Context: an optimization exercise on an open-source flow, tuned for small area, a short achievable clock period and few clock cycles per item. The choices shown serve that exercise and are no tape-out recipe.
The RTL was checked by simulation tests, not by an equivalence proof against the original design.
No activity file was given, so power comes from the tool's default toggle rates.

// window_line_buffer_kxk
module window_line_buffer_kxk #(
  parameter int DATA_WIDTH = 32,
  parameter int K          = 3,
  parameter int MAX_WIDTH  = 64,
  parameter int CNT_W      = 8
) (
  input  logic                         clk,
  input  logic                         rst,
  input  logic                         frame_start,
  input  logic [CNT_W-1:0]             cfg_width,
  input  logic [CNT_W-1:0]             cfg_height,
  input  logic                         cfg_stride2,
  input  logic                         s_valid,
  output logic                         s_ready,
  input  logic [DATA_WIDTH-1:0]        s_data,
  output logic                         m_valid,
  input  logic                         m_ready,
  output logic [K*K*DATA_WIDTH-1:0]    m_window,
  output logic                         m_last,
  output logic                         frame_done,
  output logic                         cfg_err
);
  localparam int DW = DATA_WIDTH;
  localparam int NSEG = 6;    
  logic [5:0]      r_wm1;      
  logic [7:0]      r_hm1;      
  logic            r_s2;
  logic [NSEG-1:0] r_use [4];
  logic [3:0]      r_w3;
  logic            w_cfg_ok;
  logic [5:0]      w_dly;
  logic [5:0]      w_rest;
  assign w_cfg_ok = (cfg_width >= CNT_W'(3)) && (cfg_width <= CNT_W'(64)) &&
                    (cfg_height >= CNT_W'(3));
  assign w_dly    = r_wm1 - 6'd3;    
  assign w_rest   = (w_dly >= 6'd29) ? (w_dly - 6'd29) : w_dly;
  always_ff @(posedge clk) begin
    if (frame_start) begin
      r_wm1 <= 6'(cfg_width - 8'd1);
      r_hm1 <= cfg_height - 8'd1;
      r_s2  <= cfg_stride2;
    end
  end
  always_ff @(posedge clk) begin
    r_use[0] <= {w_dly >= 6'd29, w_rest[4:0]};
    r_w3[0]  <= (r_wm1 == 6'd2);
    for (int q = 1; q < 4; q++) begin
      r_use[q] <= r_use[q-1];
      r_w3[q]  <= r_w3[q-1];
    end
  end
  logic       r_run;        
  logic       r_sready;
  logic [5:0] r_icol;
  logic [7:0] r_irow;
  logic       w_push;
  logic       w_col_last;
  logic       w_row_last;
  logic       w_emit;
  logic       w_lastwin;
  assign s_ready = r_sready;
  assign w_push  = s_valid && r_sready;
  assign w_col_last = (r_icol == r_wm1);
  assign w_row_last = (r_irow == r_hm1);
  assign w_emit     = (r_irow >= 8'd2) && (r_icol >= 6'd2) &&
  ...
Size in the first run: roughly 5,300 cells after synthesis, roughly 4,300 flip-flops, ~350 I/O pins.
Settings: LEC_CHECK=0, CAP_MARGIN=20, CORE_MARGIN=2, CORE_UTILIZATION=70, CTS_CLUSTER_DIAMETER=60, CTS_CLUSTER_SIZE=24, PLACE_DENSITY=0.75, SETUP_SLACK_MARGIN=3.0, SLEW_MARGIN=20; clock period 6.0 ns.
standard.sh (not shown) runs the stock make flow with config.mk's settings and CLKGATE_MAP_FILE= SYNTH_SCRIPT=/design/flow/synth_recipe.tcl, a recipe that flattens the netlist after the stock synthesis.
==> flow/flow/run.sh <==
#!/bin/bash
set -uo pipefail
export BUFFER_PORTS_ARGS="-buffer_cell sky130_fd_sc_hd__buf_4"
export POST_GLOBAL_PLACE_TCL="$PWD/flow/outbuf.tcl"
bash standard.sh > standard_flow.log 2>&1
==> flow/flow/outbuf.tcl <==
# Move each output port's buffer onto its driving cell (usually the register
# behind the port), so that the register drives only a short wire and the
# buffer drives the long wire to the pin. Detailed placement legalizes it.
set block [ord::get_db_block]
set moved 0
foreach bterm [$block getBTerms] {
  if {[$bterm getIoType] ne "OUTPUT"} { continue }
  set net [$bterm getNet]
  if {$net eq "NULL"} { continue }
  set buf ""
  foreach iterm [$net getITerms] {
    if {[$iterm isOutputSignal]} { set buf [$iterm getInst] }
  }
  if {$buf eq ""} { continue }
  set innet ""
  foreach iterm [$buf getITerms] {
    if {[$iterm isInputSignal] && [$iterm getNet] ne "NULL"} { set innet [$iterm getNet] }
  }
  if {$innet eq ""} { continue }
  set drv ""
  foreach iterm [$innet getITerms] {
    if {[$iterm isOutputSignal]} { set drv [$iterm getInst] }
  }
  if {$drv eq ""} { continue }
  set loc [$drv getLocation]
  $buf setLocation [lindex $loc 0] [lindex $loc 1]
  incr moved
}
puts "outbuf.tcl: moved $moved output buffers next to their drivers"
Testbench counts at the start, summed over its fixed seeds: cycles 95,280, items 95,003.
Next try:
==> flow/flow/run.sh (replaced) <==
#!/bin/bash
set -uo pipefail
export BUFFER_PORTS_ARGS="-buffer_cell sky130_fd_sc_hd__buf_4"
export POST_GLOBAL_PLACE_TCL="$PWD/flow/outbuf.tcl"
export CTS_ARGS="-sink_clustering_enable -repair_clock_nets -sink_clustering_size 24 -sink_clustering_max_diameter 60 -dont_use_dummy_load"
bash standard.sh > standard_flow.log 2>&1
Settings changed: CORE_UTILIZATION 70 to 72, CTS_CLUSTER_DIAMETER 60 to unset, CTS_CLUSTER_SIZE 24 to unset, PLACE_DENSITY 0.75 to 0.77, SETUP_SLACK_MARGIN 3.0 to 3.4.
The new run finished clean; flip-flop and latch count is unchanged; cell count grows by about 1.7%; global-route usage grows by 5.0 points; clock power shrinks by about 6%; clock-buffer cell count shrinks by 61; critical path depth stays the same; via count grows by about 9%; combinational power grows by 23%.
Next try:
==> flow/flow/run.sh (replaced) <==
#!/bin/bash
set -uo pipefail
export BUFFER_PORTS_ARGS="-buffer_cell sky130_fd_sc_hd__buf_4"
export POST_GLOBAL_PLACE_TCL="$PWD/flow/outbuf.tcl"
bash standard.sh > standard_flow.log 2>&1
Settings changed: CAP_MARGIN 20 to 10, CORE_UTILIZATION 72 to 70, CTS_CLUSTER_DIAMETER set to 60, CTS_CLUSTER_SIZE set to 24, PLACE_DENSITY 0.77 to 0.75, SLEW_MARGIN 20 to 10.
Result: The new run passed the timing, DRC and antenna checks; synthesized cell count does not change; utilization goes down by 2.0 points; clock skew goes down by 0.037 ns; global-route usage came out lower by 4.2 points; combinational power shrinks by a few percent; first-iteration DRC count went down by a quarter to a third; die area rose by a few percent; final cell count goes up slightly; setup slack is better by 0.033 ns; cell area grows slightly.
Next try:
==> flow/flow/run.sh (replaced) <==
#!/bin/bash
set -uo pipefail
export BUFFER_PORTS_ARGS="-buffer_cell sky130_fd_sc_hd__buf_4"
export POST_GLOBAL_PLACE_TCL="$PWD/flow/outbuf.tcl"
export CTS_ARGS="-sink_clustering_enable -repair_clock_nets -sink_clustering_size 18 -sink_clustering_max_diameter 50 -dont_use_dummy_load -sink_clustering_buffer sky130_fd_sc_hd__clkbuf_8"
bash standard.sh > standard_flow.log 2>&1
Settings changed: CAP_MARGIN 10 to 20, SLEW_MARGIN 10 to 20.
Synthesized area does not change.
Power went down by 3.5%.
Count of clock-buffer cells in the layout came out higher by 47.

Starting RTL as in the previous note.
==> flow/config.mk <==
export PLATFORM = sky130hd
export DESIGN_NAME = window_line_buffer_kxk
export DESIGN_NICKNAME = window_line_buffer_kxk
export VERILOG_FILES = /design/flow/design.v
export SDC_FILE = /design/flow/constraint.sdc
export NUM_CORES = 4
export LEC_CHECK = 0
export CAP_MARGIN = 20
export CORE_MARGIN = 2
export CORE_UTILIZATION = 70
export CTS_CLUSTER_DIAMETER = 60
export CTS_CLUSTER_SIZE = 24
export PLACE_DENSITY = 0.75
export SETUP_SLACK_MARGIN = 3.4
export SLEW_MARGIN = 20
==> flow/constraint.sdc <==
create_clock -name core_clock -period 6.0 [get_ports {clk}]
set_input_delay 1.2000 -clock core_clock [delete_from_list [all_inputs] [get_ports {clk}]]
set_output_delay 1.2000 -clock core_clock [all_outputs]
set_load 0.01 [all_outputs]
==> flow/flow/run.sh <==
#!/bin/bash
set -uo pipefail
export BUFFER_PORTS_ARGS="-buffer_cell sky130_fd_sc_hd__buf_4"
bash standard.sh > standard_flow.log 2>&1
Testbench counts at the start, summed over its fixed seeds: cycles 95,280, items 95,003.
Edit:
==> flow/flow/run.sh (replaced) <==
#!/bin/bash
set -uo pipefail
export BUFFER_PORTS_ARGS="-buffer_cell sky130_fd_sc_hd__buf_4"
export POST_GLOBAL_PLACE_TCL="$PWD/flow/outbuf.tcl"
export CTS_ARGS="-sink_clustering_enable -repair_clock_nets -sink_clustering_size 16 -sink_clustering_max_diameter 45 -dont_use_dummy_load -sink_clustering_buffer sky130_fd_sc_hd__clkbuf_8"
bash standard.sh > standard_flow.log 2>&1
==> flow/flow/outbuf.tcl (new file) <==
# Move each output port's buffer onto its driving cell (usually the register
# behind the port), so that the register drives only a short wire and the
# buffer drives the long wire to the pin. Detailed placement legalizes it.
set block [ord::get_db_block]
set moved 0
foreach bterm [$block getBTerms] {
  if {[$bterm getIoType] ne "OUTPUT"} { continue }
  set net [$bterm getNet]
  if {$net eq "NULL"} { continue }
  set buf ""
  foreach iterm [$net getITerms] {
    if {[$iterm isOutputSignal]} { set buf [$iterm getInst] }
  }
  if {$buf eq ""} { continue }
  set innet ""
  foreach iterm [$buf getITerms] {
    if {[$iterm isInputSignal] && [$iterm getNet] ne "NULL"} { set innet [$iterm getNet] }
  }
  if {$innet eq ""} { continue }
  set drv ""
  foreach iterm [$innet getITerms] {
    if {[$iterm isOutputSignal]} { set drv [$iterm getInst] }
  }
  if {$drv eq ""} { continue }
  set loc [$drv getLocation]
  $buf setLocation [lindex $loc 0] [lindex $loc 1]
  incr moved
}
puts "outbuf.tcl: moved $moved output buffers next to their drivers"
Area after synthesis is unchanged; sequential cell count does not change; setup slack gets better by 62 ps; core utilization decreases by 0.20 points; routed wire length decreases by a few percent; power decreases slightly; sequential share of layout area increases by 0.21 points; synthesized cell count stays the same; die area stays the same.
Edit:
==> flow/flow/run.sh (replaced) <==
#!/bin/bash
set -uo pipefail
export BUFFER_PORTS_ARGS="-buffer_cell sky130_fd_sc_hd__buf_4"
export POST_GLOBAL_PLACE_TCL="$PWD/flow/outbuf.tcl"
export CTS_ARGS="-sink_clustering_enable -repair_clock_nets -sink_clustering_size 24 -sink_clustering_max_diameter 60 -dont_use_dummy_load"
bash standard.sh > standard_flow.log 2>&1
Effect:
- The changed run passed the timing, DRC and antenna checks
- wire length came out higher by 3.7%
- final cell count fell by 1.8%
- hold slack improved by 53 ps
- sequential power barely changes
- cell area is about the same
- via count is lower by 0.66%
- worst setup slack gains 68 ps
- maximum frequency came out higher by 2.5%
- critical path depth stays the same
- combinational power hardly moves
- global-route usage rises by 0.82 points
Edit:
==> flow/flow/run.sh (replaced) <==
#!/bin/bash
set -uo pipefail
export BUFFER_PORTS_ARGS="-buffer_cell sky130_fd_sc_hd__buf_4"
export POST_GLOBAL_PLACE_TCL="$PWD/flow/outbuf.tcl"
bash standard.sh > standard_flow.log 2>&1
Settings changed: SETUP_SLACK_MARGIN 3.4 to 3.6.
Flip-flop and latch count does not change.
Synthesized cell count stays the same.
Setup slack gets worse by 24 ps.
Worst hold slack got worse by 26 ps.
Power rises by 2.2%.
Global-route usage rose by 0.26 points.
Final area climbs by 0.89%.
Clock power rose by about 10%.
Final cell count goes up by 1.5%.
Edit:
Settings changed: SETUP_SLACK_MARGIN 3.6 to 3.4.
Result: Register-to-register slack degrades by 70 ps. Setup slack improves by 3.0 ps. Sequential power barely changes. Non-clock buffer count shrinks by 5. First-iteration DRC count shrinks by 1.6%. Global-route usage stays flat. Clock-buffer cell count stays the same. Cell area hardly moves.
Edit:
==> flow/flow/run.sh (replaced) <==
#!/bin/bash
set -uo pipefail
export BUFFER_PORTS_ARGS="-buffer_cell sky130_fd_sc_hd__buf_4"
export POST_GLOBAL_PLACE_TCL="$PWD/flow/outbuf.tcl"
export CTS_ARGS="-sink_clustering_enable -repair_clock_nets -sink_clustering_size 24 -sink_clustering_max_diameter 60 -dont_use_dummy_load"
bash standard.sh > standard_flow.log 2>&1
Settings changed: CTS_CLUSTER_DIAMETER 60 to not set, CTS_CLUSTER_SIZE 24 to not set, SETUP_SLACK_MARGIN 3.4 to 3.5.
=> The changed run completed without violations; design area drops slightly; global-route usage shrinks by 0.26 points; combinational power stays flat; core utilization goes down by 0.60 points.

The RTL this note starts from:
==> flow/design.v <==
module window_line_buffer_kxk #(
  parameter int DATA_WIDTH = 32,
  parameter int K          = 3,
  parameter int MAX_WIDTH  = 64,
  parameter int CNT_W      = 8
) (
  input  logic                         clk,
  input  logic                         rst,
  input  logic                         frame_start,
  input  logic [CNT_W-1:0]             cfg_width,
  input  logic [CNT_W-1:0]             cfg_height,
  input  logic                         cfg_stride2,
  input  logic                         s_valid,
  output logic                         s_ready,
  input  logic [DATA_WIDTH-1:0]        s_data,
  output logic                         m_valid,
  input  logic                         m_ready,
  output logic [K*K*DATA_WIDTH-1:0]    m_window,
  output logic                         m_last,
  output logic                         frame_done,
  output logic                         cfg_err
);
  localparam int DW = DATA_WIDTH;
  localparam int NSEG = 6;    
  logic [5:0]      r_wm1;      
  logic [7:0]      r_hm1;      
  logic            r_s2;
  logic [NSEG-1:0] r_use [4];
  logic [3:0]      r_w3;
  logic            w_cfg_ok;
  logic [5:0]      w_dly;
  logic [5:0]      w_rest;
  assign w_cfg_ok = (cfg_width >= CNT_W'(3)) && (cfg_width <= CNT_W'(64)) &&
                    (cfg_height >= CNT_W'(3));
  assign w_dly    = r_wm1 - 6'd3;    
  assign w_rest   = (w_dly >= 6'd29) ? (w_dly - 6'd29) : w_dly;
  always_ff @(posedge clk) begin
    if (frame_start) begin
      r_wm1 <= 6'(cfg_width - 8'd1);
      r_hm1 <= cfg_height - 8'd1;
      r_s2  <= cfg_stride2;
    end
  end
  always_ff @(posedge clk) begin
    r_use[0] <= {w_dly >= 6'd29, w_rest[4:0]};
    r_w3[0]  <= (r_wm1 == 6'd2);
    for (int q = 1; q < 4; q++) begin
      r_use[q] <= r_use[q-1];
      r_w3[q]  <= r_w3[q-1];
    end
  end
  logic       r_run;        
  logic       r_sready;
  logic [5:0] r_icol;
  logic [7:0] r_irow;
  logic       w_push;
  logic       w_col_last;
  logic       w_row_last;
  logic       w_emit;
  logic       w_lastwin;
  assign s_ready = r_sready;
  assign w_push  = s_valid && r_sready;
  assign w_col_last = (r_icol == r_wm1);
  assign w_row_last = (r_irow == r_hm1);
  assign w_emit     = (r_irow >= 8'd2) && (r_icol >= 6'd2) &&
                      (!r_s2 || (!r_irow[0] && !r_icol[0]));
  assign w_lastwin  = w_emit &&
      ({r_icol[5:1], r_icol[0] | r_s2} == {r_wm1[5:1], r_wm1[0] | r_s2}) &&
      ({r_irow[7:1], r_irow[0] | r_s2} == {r_hm1[7:1], r_hm1[0] | r_s2});
  always_ff @(posedge clk) begin
    if (frame_start) begin
      r_icol <= '0;
      r_irow <= '0;
    end else if (w_push) begin
      if (w_col_last) begin
        r_icol <= '0;
        r_irow <= r_irow + 8'd1;
      end else begin
        r_icol <= r_icol + 6'd1;
      end
    end
  end
  logic [DW-1:0] r_fd [2];
  logic [1:0]    r_fe;         
  logic [1:0]    r_fl;         
  logic          r_wp;
  logic          r_rp;
  logic [1:0]    r_cnt;
  logic          w_pop;
  logic [DW-1:0] w_head;
  logic [1:0]    w_cnt_n;
  logic          w_run_n;
  assign w_pop   = (r_cnt != 2'd0) && (!m_valid || m_ready);
  assign w_head  = r_fd[r_rp];
  assign w_cnt_n = r_cnt + 2'(w_push) - 2'(w_pop);
  assign w_run_n = r_run && !(w_push && w_col_last && w_row_last);
  always_ff @(posedge clk) begin
    if (w_push) begin
      r_fd[r_wp] <= s_data;
      r_fe[r_wp] <= w_emit;
      r_fl[r_wp] <= w_lastwin;
    end
  end
  always_ff @(posedge clk or posedge rst) begin
    if (rst) begin
      r_run      <= 1'b0;
      r_sready   <= 1'b0;
      r_wp       <= 1'b0;
      r_rp       <= 1'b0;
      r_cnt      <= 2'd0;
      m_valid    <= 1'b0;
      m_last     <= 1'b0;
      frame_done <= 1'b0;
      cfg_err    <= 1'b0;
    end else if (frame_start) begin
      r_run      <= w_cfg_ok;
      r_sready   <= w_cfg_ok;
      r_wp       <= 1'b0;
      r_rp       <= 1'b0;
      r_cnt      <= 2'd0;
      m_valid    <= 1'b0;
      m_last     <= 1'b0;
      frame_done <= 1'b0;
      cfg_err    <= !w_cfg_ok;
    end else begin
      r_run      <= w_run_n;
      r_sready   <= w_run_n && (w_cnt_n != 2'd2);
      r_cnt      <= w_cnt_n;
      if (w_push) r_wp <= !r_wp;
      if (w_pop)  r_rp <= !r_rp;
      frame_done <= m_valid && m_ready && m_last;
      if (w_pop) begin
        m_valid <= r_fe[r_rp];
        m_last  <= r_fl[r_rp];
      end else if (m_ready) begin
        m_valid <= 1'b0;
        m_last  <= 1'b0;
      end
    end
  end
  logic [DW-1:0] r_tap [9];
  logic [DW-1:0] w_dl_in  [2];
  logic [DW-1:0] w_dl_out [2];
  assign w_dl_in[0] = r_tap[2];
  assign w_dl_in[1] = r_tap[5];
  for (genvar l = 0; l < 2; l++) begin : g_line
    for (genvar h = 0; h < 2; h++) begin : g_half
      localparam int HW = DW / 2;
      localparam int Q  = 2 * l + h;    
      logic [HW-1:0] w_si [NSEG+1];
      logic [HW-1:0] r_fix;
      for (genvar s = 0; s < NSEG; s++) begin : g_seg
        localparam int L = (s == 5) ? 29 : (1 << s);
        logic [HW-1:0] r_sr [L];
        always_ff @(posedge clk) begin
          if (w_pop) begin
            r_sr[0] <= w_si[s];
            for (int k = 1; k < L; k++) r_sr[k] <= r_sr[k-1];
          end
        end
        if (s == 2) begin : g_fix
          always_ff @(posedge clk) begin
            if (w_pop) r_fix <= r_use[Q][s] ? r_sr[L-1] : w_si[s];
          end
          assign w_si[s+1] = r_fix;
        end else begin : g_byp
          assign w_si[s+1] = r_use[Q][s] ? r_sr[L-1] : w_si[s];
        end
      end
      assign w_si[0] = w_dl_in[l][h*HW +: HW];
      assign w_dl_out[l][h*HW +: HW] = r_w3[Q] ? w_dl_in[l][h*HW +: HW]
                                                : w_si[NSEG];
    end
  end
  always_ff @(posedge clk) begin
    if (w_pop) begin
      r_tap[0] <= w_head;
      r_tap[1] <= r_tap[0];
      r_tap[2] <= r_tap[1];
      r_tap[3] <= w_dl_out[0];
      r_tap[4] <= r_tap[3];
      r_tap[5] <= r_tap[4];
      r_tap[6] <= w_dl_out[1];
      r_tap[7] <= r_tap[6];
      r_tap[8] <= r_tap[7];
    end
  end
  always_comb begin
    for (int q = 0; q < 9; q++) m_window[q*DW +: DW] = r_tap[8-q];
  end
endmodule
==> flow/config.mk <==
export PLATFORM = sky130hd
export DESIGN_NAME = window_line_buffer_kxk
export DESIGN_NICKNAME = window_line_buffer_kxk
export VERILOG_FILES = /design/flow/design.v
export SDC_FILE = /design/flow/constraint.sdc
export NUM_CORES = 4
export LEC_CHECK = 0
export CAP_MARGIN = 20
export CORE_MARGIN = 2
export CORE_UTILIZATION = 70
export CTS_CLUSTER_DIAMETER = 60
export CTS_CLUSTER_SIZE = 24
export PLACE_DENSITY = 0.75
export SETUP_SLACK_MARGIN = 3.4
export SLEW_MARGIN = 20
==> flow/constraint.sdc <==
create_clock -name core_clock -period 6.0 [get_ports {clk}]
set_input_delay 1.2000 -clock core_clock [delete_from_list [all_inputs] [get_ports {clk}]]
set_output_delay 1.2000 -clock core_clock [all_outputs]
set_load 0.01 [all_outputs]
==> flow/flow/run.sh <==
#!/bin/bash
set -uo pipefail
export BUFFER_PORTS_ARGS="-buffer_cell sky130_fd_sc_hd__buf_4"
export PRE_IO_PLACEMENT_TCL="$PWD/flow/pins.tcl"
export POST_GLOBAL_PLACE_TCL="$PWD/flow/outbuf.tcl"
bash standard.sh > standard_flow.log 2>&1
==> flow/flow/outbuf.tcl <==
# Move each output port's buffer onto its driving cell (usually the register
# behind the port), so that the register drives only a short wire and the
# buffer drives the long wire to the pin. Detailed placement legalizes it.
set block [ord::get_db_block]
set moved 0
foreach bterm [$block getBTerms] {
  if {[$bterm getIoType] ne "OUTPUT"} { continue }
  set net [$bterm getNet]
  if {$net eq "NULL"} { continue }
  set buf ""
  foreach iterm [$net getITerms] {
    if {[$iterm isOutputSignal]} { set buf [$iterm getInst] }
  }
  if {$buf eq ""} { continue }
  set innet ""
  foreach iterm [$buf getITerms] {
    if {[$iterm isInputSignal] && [$iterm getNet] ne "NULL"} { set innet [$iterm getNet] }
  }
  if {$innet eq ""} { continue }
  set drv ""
  foreach iterm [$innet getITerms] {
    if {[$iterm isOutputSignal]} { set drv [$iterm getInst] }
  }
  if {$drv eq ""} { continue }
  set loc [$drv getLocation]
  $buf setLocation [lindex $loc 0] [lindex $loc 1]
  incr moved
}
puts "outbuf.tcl: moved $moved output buffers next to their drivers"
Other scripts of this flow, unchanged in this note and not shown: flow/flow/pins.tcl
The first run completed with no timing, DRC or antenna violations.
Testbench counts at the start, summed over its fixed seeds: cycles 95,280, items 95,003.
Rerun with:
==> flow/flow/run.sh (replaced) <==
#!/bin/bash
set -uo pipefail
export BUFFER_PORTS_ARGS="-buffer_cell sky130_fd_sc_hd__buf_4"
export PRE_IO_PLACEMENT_TCL="$PWD/flow/pins.tcl"
bash standard.sh > standard_flow.log 2>&1
removed: flow/flow/outbuf.tcl
Result:
- routed wire length drops by 1.4%
- cell area drops by 0.53%
- worst setup slack is worse by 0.070 ns
- critical path depth is unchanged
- final cell count drops by 1.4%

[static timing again, ports no longer ideal]
The flow's constraints put no driver on any port. The routed layouts listed below were extracted and timed again, unchanged, in two steps.
Step 1 assumes that a clkbuf_16 drives the clock port and a buf_2 every other input.
Step 2 moves the port delays by t, midway between the first and last clock arrival at a register: inputs arrive t later, outputs are due t later. That takes back most of the time a late clock gives input paths.
a / b / c = no drivers / after step 1 / after step 2; a / b = the first two.
run | t, ns | setup WS [ns] | slew at the worst register clock pin (ns)
the first run of note 1 | 0.938 | 3.080 / 2.986 / 2.302 | 0.10 / 0.10
the second run of note 1 | 0.951 | 3.255 / 3.161 / 2.620 | 0.11 / 0.11
the third run of note 1 | 0.948 | 3.288 / 3.191 / 2.748 | 0.12 / 0.12
the fourth run of note 1 | 0.965 | 3.259 / 3.171 / 2.638 | 0.12 / 0.12
the first run of note 2 | 0.940 | 3.187 / 3.096 / 2.731 | 0.12 / 0.12
the second run of note 2 | 0.972 | 3.249 / 3.163 / 2.721 | 0.11 / 0.11
the third run of note 2 | 0.912 | 3.317 / 3.224 / 2.611 | 0.10 / 0.10
the fourth run of note 2 | 0.954 | 3.292 / 3.198 / 2.823 | 0.12 / 0.12
the fifth run of note 2 | 0.947 | 3.295 / 3.201 / 2.766 | 0.12 / 0.12
the sixth run of note 2 | 0.912 | 3.316 / 3.224 / 2.758 | 0.10 / 0.10
the first run of note 3 | 0.982 | 3.232 / 3.139 / 2.589 | 0.12 / 0.12
the second run of note 3 | 0.959 | 3.162 / 3.076 / 2.606 | 0.12 / 0.12
After both steps every run listed still meets setup and hold. For the first run of note 1, which loses most, drivers alone change the setup slack by -0.094 ns; drivers and shift together by -0.778 ns.
